This design comes from an exercise in tuning for small area, a short achievable clock period and few clock cycles per item on the open sky130 flow, not from production work.
RTL that was checked went through simulation tests only; none was proved equivalent to the original.
Power figures rest on the tool's default switching activity, not on a simulated workload.

==> module lsu_addr_gen, before the edit <==
module lsu_addr_gen (
  input  lsu_pkg::gen_t g,
  input  lsu_pkg::cfg_t len,
  input  lsu_pkg::cfg_t block_factor,
  input  lsu_pkg::cfg_t seg_stride,
  output lsu_pkg::gen_t g_step
);
  localparam int AW = lsu_pkg::addr_w;
  localparam int CW = lsu_pkg::cfg_w;
  always_comb begin
    g_step = g;
    if (g.jl) begin
      g_step.seg     = g.seg + seg_stride[AW-1:0];
      g_step.cur     = g_step.seg;
      g_step.row     = g_step.seg;
      g_step.bank    = 2'd0;
      g_step.blk_rem = block_factor;
      g_step.bl      = (block_factor == CW'(1));
      g_step.j_rem   = len;
      g_step.jl      = (len == CW'(1));
      g_step.s_rem   = g.s_rem - 1'b1;
      g_step.sl      = (g.s_rem == CW'(2));
    end else begin
      g_step.j_rem = g.j_rem - 1'b1;
      g_step.jl    = (g.j_rem == CW'(2));
      if (g.bl) begin
        g_step.blk_rem = block_factor;
        g_step.bl      = (block_factor == CW'(1));
        g_step.bank    = g.bank + 1'b1;
        if (g.bank == 2'd3) begin
          g_step.cur = g.cur + 1'b1;
          g_step.row = g.cur + 1'b1;
        end else begin
          g_step.cur = g.row;
        end
      end else begin
        g_step.blk_rem = g.blk_rem - 1'b1;
        g_step.bl      = (g.blk_rem == CW'(2));
        g_step.cur     = g.cur + 1'b1;
      end
    end
  end
endmodule
export LEC_CHECK = 0
export ABC_CLOCK_PERIOD_IN_PS = 2000
export CAP_MARGIN = 20
export CORE_AREA = 3 3 497 497
export DIE_AREA = 0 0 500 500
export SETUP_SLACK_MARGIN = 3.0
export SLEW_MARGIN = 20
export TNS_END_PERCENT = 5
create_clock -name core_clock -period 5.0 [get_ports {clk}]
standard.sh (not shown) runs the stock make flow with config.mk's settings and CLKGATE_MAP_FILE= SYNTH_SCRIPT=/design/flow/synth_recipe.tcl, a recipe that flattens the netlist after the stock synthesis.
==> flow/flow/run.sh <==
#!/bin/bash
# Standard ORFS layout with two changes: ports get the smallest plain buffer
# (buf_1) instead of the delay buffer buffer_ports picks on its own, and the
# pins of each data bit are grouped on the die edge (flow/pins.tcl).
set -euo pipefail
bash standard.sh \
  "BUFFER_PORTS_ARGS=-buffer_cell sky130_fd_sc_hd__buf_1" \
  "PRE_IO_PLACEMENT_TCL=$PWD/flow/pins.tcl" \
  finish > standard_make.log 2>&1
==> flow/flow/pins.tcl <==
# Bit-slice pin groups: for bit b, the four ram_q words, the eight out_data
# words (in shift order), the eight in_data words and ram_d share one stretch
# of the die edge, so each slice's cells can sit together.
for {set b 0} {$b < 64} {incr b} {
  set names {}
  for {set k 0} {$k < 4} {incr k} { lappend names "ram_q\[[expr {64 * $k + $b}]\]" }
  for {set w 7} {$w >= 0} {incr w -1} { lappend names "out_data\[[expr {64 * $w + $b}]\]" }
  for {set w 0} {$w < 8} {incr w} { lappend names "in_data\[[expr {64 * $w + $b}]\]" }
  lappend names "ram_d\[$b\]"
  set_io_pin_constraint -pin_names $names -group -order
}
Rerun with:
--- a/flow/design.v
+++ b/flow/design.v
@@ -35,8 +35,30 @@
   localparam int AW = lsu_pkg::addr_w;
   localparam int CW = lsu_pkg::cfg_w;
+  logic [CW-1:0] j_dec, blk_dec, s_dec;
+  logic [AW-1:0] cur_inc, seg_sum, gen, prop;
+  logic [AW:0]   carry;
+  always_comb begin
+    for (int i = 0; i < CW; i++) begin
+      j_dec[i]   = g.j_rem[i]   ^ ~|(g.j_rem   & ((CW'(1) << i) - CW'(1)));
+      blk_dec[i] = g.blk_rem[i] ^ ~|(g.blk_rem & ((CW'(1) << i) - CW'(1)));
+      s_dec[i]   = g.s_rem[i]   ^ ~|(g.s_rem   & ((CW'(1) << i) - CW'(1)));
+    end
+    for (int i = 0; i < AW; i++) begin
+      cur_inc[i] = g.cur[i] ^ &(g.cur | ~((AW'(1) << i) - AW'(1)));
+    end
+    gen  = g.seg & seg_stride[AW-1:0];
+    prop = g.seg ^ seg_stride[AW-1:0];
+    for (int i = 0; i <= AW; i++) begin
+      carry[i] = 1'b0;
+      for (int k = 0; k < i; k++) begin
+        carry[i] = carry[i] | (gen[k] & &(prop | ~(((AW'(1) << i) - AW'(1)) & ~((AW'(1) << (k + 1)) - AW'(1)))));
+      end
+    end
+    seg_sum = prop ^ carry[AW-1:0];
+  end
   always_comb begin
     g_step = g;
     if (g.jl) begin
-      g_step.seg     = g.seg + seg_stride[AW-1:0];
+      g_step.seg     = seg_sum;
       g_step.cur     = g_step.seg;
       g_step.row     = g_step.seg;
@@ -46,8 +68,8 @@
       g_step.j_rem   = len;
       g_step.jl      = (len == CW'(1));
-      g_step.s_rem   = g.s_rem - 1'b1;
+      g_step.s_rem   = s_dec;
       g_step.sl      = (g.s_rem == CW'(2));
     end else begin
-      g_step.j_rem = g.j_rem - 1'b1;
+      g_step.j_rem = j_dec;
       g_step.jl    = (g.j_rem == CW'(2));
       if (g.bl) begin
@@ -56,13 +78,13 @@
         g_step.bank    = g.bank + 1'b1;
         if (g.bank == 2'd3) begin
-          g_step.cur = g.cur + 1'b1;
-          g_step.row = g.cur + 1'b1;
+          g_step.cur = cur_inc;
+          g_step.row = cur_inc;
         end else begin
           g_step.cur = g.row;
         end
       end else begin
-        g_step.blk_rem = g.blk_rem - 1'b1;
+        g_step.blk_rem = blk_dec;
         g_step.bl      = (g.blk_rem == CW'(2));
-        g_step.cur     = g.cur + 1'b1;
+        g_step.cur     = cur_inc;
       end
     end
Effect:
- global-route usage rose by 0.16 points
- clock power fell slightly
- synthesized area goes down slightly
- utilization shrinks by 0.16 points
- worst setup slack gains 0.14 ns
- combinational power came out lower by a little under a tenth
- cell count came out lower slightly
- total power shrinks by a few percent
- wire length rose slightly
Testbench counts after the change, summed over its fixed seeds: cycles 73,854, items 9,040.
No functional check of the RTL was part of the first run of this note.


The RTL this note starts from:
==> flow/design.v <==
package lsu_pkg;
  localparam int word_w         = 64;
  localparam int beat_w         = 512;
  localparam int words_per_beat = beat_w / word_w;
  localparam int num_banks      = 4;
  localparam int addr_w         = 12;
  localparam int rd_latency     = 4;
  localparam int fifo_depth     = 2;
  localparam int cfg_w          = 16;
  typedef logic [word_w-1:0]            word_t;
  typedef logic [beat_w-1:0]            beat_t;
  typedef logic [addr_w-1:0]            addr_t;
  typedef logic [$clog2(num_banks)-1:0] bank_t;
  typedef logic [cfg_w-1:0]             cfg_t;
  typedef struct packed {
    logic [addr_w-1:0] cur;       
    logic [addr_w-1:0] row;       
    logic [addr_w-1:0] seg;       
    logic [1:0]        bank;      
    logic [cfg_w-1:0]  blk_rem;   
    logic [cfg_w-1:0]  j_rem;     
    logic [cfg_w-1:0]  s_rem;     
    logic              bl;        
    logic              jl;        
    logic              sl;        
  } gen_t;
endpackage
module lsu_addr_gen (
  input  lsu_pkg::gen_t g,
  input  lsu_pkg::cfg_t len,
  input  lsu_pkg::cfg_t block_factor,
  input  lsu_pkg::cfg_t seg_stride,
  output lsu_pkg::gen_t g_step
);
  localparam int AW = lsu_pkg::addr_w;
  localparam int CW = lsu_pkg::cfg_w;
  logic [CW-1:0] j_dec, blk_dec, s_dec;
  logic [AW-1:0] cur_inc, seg_sum, gen, prop;
  logic [AW:0]   carry;
  always_comb begin
    for (int i = 0; i < CW; i++) begin
      j_dec[i]   = g.j_rem[i]   ^ ~|(g.j_rem   & ((CW'(1) << i) - CW'(1)));
      blk_dec[i] = g.blk_rem[i] ^ ~|(g.blk_rem & ((CW'(1) << i) - CW'(1)));
      s_dec[i]   = g.s_rem[i]   ^ ~|(g.s_rem   & ((CW'(1) << i) - CW'(1)));
    end
    for (int i = 0; i < AW; i++) begin
      cur_inc[i] = g.cur[i] ^ &(g.cur | ~((AW'(1) << i) - AW'(1)));
    end
    gen  = g.seg & seg_stride[AW-1:0];
    prop = g.seg ^ seg_stride[AW-1:0];
    for (int i = 0; i <= AW; i++) begin
      carry[i] = 1'b0;
      for (int k = 0; k < i; k++) begin
        carry[i] = carry[i] | (gen[k] & &(prop | ~(((AW'(1) << i) - AW'(1)) & ~((AW'(1) << (k + 1)) - AW'(1)))));
      end
    end
    seg_sum = prop ^ carry[AW-1:0];
  end
  always_comb begin
    g_step = g;
    if (g.jl) begin
      g_step.seg     = seg_sum;
      g_step.cur     = g_step.seg;
      g_step.row     = g_step.seg;
      g_step.bank    = 2'd0;
      g_step.blk_rem = block_factor;
      g_step.bl      = (block_factor == CW'(1));
      g_step.j_rem   = len;
      g_step.jl      = (len == CW'(1));
      g_step.s_rem   = s_dec;
      g_step.sl      = (g.s_rem == CW'(2));
    end else begin
      g_step.j_rem = j_dec;
      g_step.jl    = (g.j_rem == CW'(2));
      if (g.bl) begin
        g_step.blk_rem = block_factor;
        g_step.bl      = (block_factor == CW'(1));
        g_step.bank    = g.bank + 1'b1;
        if (g.bank == 2'd3) begin
          g_step.cur = cur_inc;
          g_step.row = cur_inc;
        end else begin
          g_step.cur = g.row;
        end
      end else begin
        g_step.blk_rem = blk_dec;
        g_step.bl      = (g.blk_rem == CW'(2));
        g_step.cur     = cur_inc;
      end
    end
  end
endmodule
module lsu_top (
  input  logic                          clk,
  input  logic                          rst,
  input  lsu_pkg::beat_t                in_data,
  input  logic                          in_valid,
  output logic                          in_ready,
  output lsu_pkg::beat_t                out_data,
  output logic                          out_valid,
  input  logic                          out_ready,
  input  logic                          start,
  input  logic                          store,
  output logic                          done,
  input  lsu_pkg::cfg_t                 len,
  input  lsu_pkg::cfg_t                 seg_count,
  input  lsu_pkg::cfg_t                 block_factor,
  input  lsu_pkg::cfg_t                 seg_stride,
  input  lsu_pkg::cfg_t                 addr_offset,
  output lsu_pkg::addr_t                ram_addr,
  output lsu_pkg::word_t                ram_d,
  output logic                          ram_we,
  output logic [lsu_pkg::num_banks-1:0] ram_ce,
  input  logic [lsu_pkg::num_banks*lsu_pkg::word_w-1:0] ram_q
);
  localparam int AW = lsu_pkg::addr_w;
  localparam int CW = lsu_pkg::cfg_w;
  localparam int WW = lsu_pkg::word_w;
  localparam int RL = lsu_pkg::rd_latency;
  lsu_pkg::gen_t g, g_step, g_init, g_next;
  logic [7:0] wib;            
  logic       is_st;          
  logic       st_run;         
  logic       ld_run;         
  logic       stall;          
  logic       stall_r;        
  logic       wait_dlv;       
  logic       deliver_r;      
  logic       x_last;
  logic       issue, push, resume, deliver;
  logic       done_next;
  logic [RL:0] rv;            
  logic [RL:0] rlb;           
  logic [RL:0] rlx;           
  logic [1:0]  rbk [RL+1];
  logic        out_last;
  logic [WW-1:0] ret_word;
  assign x_last = g.jl & g.sl;
  assign deliver = out_valid & out_ready;
  assign stall   = out_valid & ~out_ready;
  assign issue   = (st_run & in_valid) | (ld_run & ~stall_r & ~wait_dlv);
  assign push    = ld_run & ~stall_r & ~wait_dlv & wib[0];
  assign resume  = wait_dlv & deliver_r;
  lsu_addr_gen i_step (
    .g (g), .len (len), .block_factor (block_factor), .seg_stride (seg_stride),
    .g_step (g_step)
  );
  always_comb begin
    g_init.cur     = addr_offset[AW-1:0];
    g_init.row     = addr_offset[AW-1:0];
    g_init.seg     = addr_offset[AW-1:0];
    g_init.bank    = 2'd0;
    g_init.blk_rem = block_factor;
    g_init.bl      = (block_factor == CW'(1));
    g_init.j_rem   = len;
    g_init.jl      = (len == CW'(1));
    g_init.s_rem   = seg_count;
    g_init.sl      = (seg_count == CW'(1));
  end
  always_ff @(posedge clk) begin
    if (start) begin
      g     <= g_init;
      wib   <= 8'd1;
      is_st <= store;
    end else if (resume) begin
      g   <= g_next;
      wib <= 8'd1;
    end else if (issue) begin
      g   <= g_step;
      wib <= {wib[6:0], wib[7]};
    end
  end
  always_ff @(posedge clk) begin
    if (push) begin
      g_next <= g;
    end
  end
  assign done_next = (st_run & in_valid & x_last) | (deliver & out_last);
  always_ff @(posedge clk) begin
    if (rst) begin
      st_run    <= 1'b0;
      ld_run    <= 1'b0;
      stall_r   <= 1'b0;
      wait_dlv  <= 1'b0;
      deliver_r <= 1'b0;
      done      <= 1'b0;
      in_ready  <= 1'b0;
    end else begin
      if (start) begin
        st_run   <= store;
        ld_run   <= ~store;
        wait_dlv <= 1'b0;
      end else begin
        if (issue & x_last) begin
          st_run <= 1'b0;
          ld_run <= 1'b0;
        end
        if (stall_r & ~out_last) begin
          ld_run   <= 1'b1;
          wait_dlv <= 1'b1;
        end else if (resume) begin
          wait_dlv <= 1'b0;
        end
      end
      stall_r   <= stall;
      deliver_r <= deliver;
      done      <= done_next;
      in_ready  <= ~start & st_run & ~(in_valid & x_last) &
                   (in_valid ? wib[6] : wib[7]);
    end
  end
  logic [WW-1:0] d_sel;
  always_comb begin
    d_sel = '0;
    for (int w = 0; w < 8; w++) d_sel |= in_data[w*WW +: WW] & {WW{wib[w]}};
  end
  always_ff @(posedge clk) begin
    if (rst) begin
      ram_we <= 1'b0;
      ram_ce <= '0;
      rv     <= '0;
      out_valid <= 1'b0;
    end else begin
      if (start) ram_we <= store;
      ram_ce <= issue ? (4'b0001 << g.bank) : 4'b0000;
      rv     <= stall_r ? '0 : {rv[RL-1:0], issue & ~is_st};
      out_valid <= stall | (rv[RL] & rlb[RL]);
    end
  end
  always_ff @(posedge clk) begin
    ram_addr <= g.cur;
    ram_d    <= d_sel;
    rlb      <= {rlb[RL-1:0], wib[7]};
    rlx      <= {rlx[RL-1:0], x_last};
    rbk[0]   <= g.bank;
    for (int i = 1; i <= RL; i++) rbk[i] <= rbk[i-1];
  end
  always_comb begin
    ret_word = '0;
    for (int b = 0; b < 4; b++) ret_word |= ram_q[b*WW +: WW] & {WW{rbk[RL] == 2'(b)}};
  end
  always_ff @(posedge clk) begin
    if (~stall) begin
      out_data <= {ret_word, out_data[lsu_pkg::beat_w-1:WW]};
      out_last <= rlx[RL];
    end
  end
endmodule
Settings: LEC_CHECK=0, ABC_CLOCK_PERIOD_IN_PS=2000, CAP_MARGIN=20, CORE_AREA=3 3 497 497, CTS_CLUSTER_DIAMETER=80, CTS_CLUSTER_SIZE=24, DIE_AREA=0 0 500 500, SETUP_SLACK_MARGIN=3.0, SLEW_MARGIN=20, TNS_END_PERCENT=5; clock period 5.0 ns.
Scripts as last shown in full above: flow/flow/run.sh, flow/flow/pins.tcl
Testbench counts at the start, summed over its fixed seeds: cycles 73,854, items 9,040.
Change:
--- a/flow/design.v
+++ b/flow/design.v
@@ -35,9 +35,10 @@
   localparam int AW = lsu_pkg::addr_w;
   localparam int CW = lsu_pkg::cfg_w;
   logic [CW-1:0] j_dec, blk_dec, s_dec;
   logic [AW-1:0] cur_inc, seg_sum, gen, prop;
-  logic [AW:0]   carry;
+  logic [AW:0]   carry, hi_c0, hi_c1;
+  logic          chain;
   always_comb begin
     for (int i = 0; i < CW; i++) begin
       j_dec[i]   = g.j_rem[i]   ^ ~|(g.j_rem   & ((CW'(1) << i) - CW'(1)));
       blk_dec[i] = g.blk_rem[i] ^ ~|(g.blk_rem & ((CW'(1) << i) - CW'(1)));
@@ -47,13 +48,29 @@
       cur_inc[i] = g.cur[i] ^ &(g.cur | ~((AW'(1) << i) - AW'(1)));
     end
     gen  = g.seg & seg_stride[AW-1:0];
     prop = g.seg ^ seg_stride[AW-1:0];
-    for (int i = 0; i <= AW; i++) begin
+    hi_c0 = '0;
+    hi_c1 = '0;
+    for (int i = 0; i <= AW / 2; i++) begin
       carry[i] = 1'b0;
       for (int k = 0; k < i; k++) begin
-        carry[i] = carry[i] | (gen[k] & &(prop | ~(((AW'(1) << i) - AW'(1)) & ~((AW'(1) << (k + 1)) - AW'(1)))));
-      end
+        chain = 1'b1;
+        for (int m = k + 1; m < i; m++) chain = chain & prop[m];
+        carry[i] = carry[i] | (gen[k] & chain);
+      end
+    end
+    for (int i = AW / 2 + 1; i <= AW; i++) begin
+      hi_c0[i] = 1'b0;
+      for (int k = AW / 2; k < i; k++) begin
+        chain = 1'b1;
+        for (int m = k + 1; m < i; m++) chain = chain & prop[m];
+        hi_c0[i] = hi_c0[i] | (gen[k] & chain);
+      end
+      chain = 1'b1;
+      for (int m = AW / 2; m < i; m++) chain = chain & prop[m];
+      hi_c1[i] = hi_c0[i] | chain;
+      carry[i] = carry[AW / 2] ? hi_c1[i] : hi_c0[i];
     end
     seg_sum = prop ^ carry[AW-1:0];
   end
   always_comb begin
What happened: Die area does not change; worst setup slack got worse by 0.0085 ns; final cell count stays flat; clock-buffer cell count grows by 2; global-route usage shrinks by 0.14 points; routed wire length shrinks by about 1.6%; power grows by about 5%; clock power shrinks by about 2%; sequential power grows by 5.0%; combinational power grows by 21%; maximum frequency shrinks by 0.36%; hold slack got worse by 0.017 ns; final area grows by about 0.34%.
The RTL of the second run of this note was laid out without a check of its function.

-- separate check: timing with driven ports --
In the flow no input, the clock included, has a driving cell. The finished layouts below were timed again as built, in two steps.
Step 1 assumes that a clkbuf_16 drives the clock port and a buf_2 every other input.
Step 2 moves the port delays by t, midway between the first and last clock arrival at a register: inputs arrive t later, outputs are due t later. That takes back most of the time a late clock gives input paths.
a / b / c = no drivers / after step 1 / after step 2; a / b = the first two.
run	t (ns)	setup WS [ns]	slew at the worst register clock pin (ns)
the first run of note 1	0.783	2.531 / 2.531 / 1.870	0.07 / 0.07
the second run of note 1	0.756	2.667 / 2.607 / 1.874	0.07 / 0.07
the first run of note 2	0.768	2.668 / 2.594 / 1.825	0.10 / 0.10
the second run of note 2	0.759	2.660 / 2.587 / 1.965	0.10 / 0.10
After both steps setup and hold are still met in every run listed. The setup slack of the first run of note 2, which loses most, moves by -0.074 ns with the drivers and by -0.843 ns with both steps.
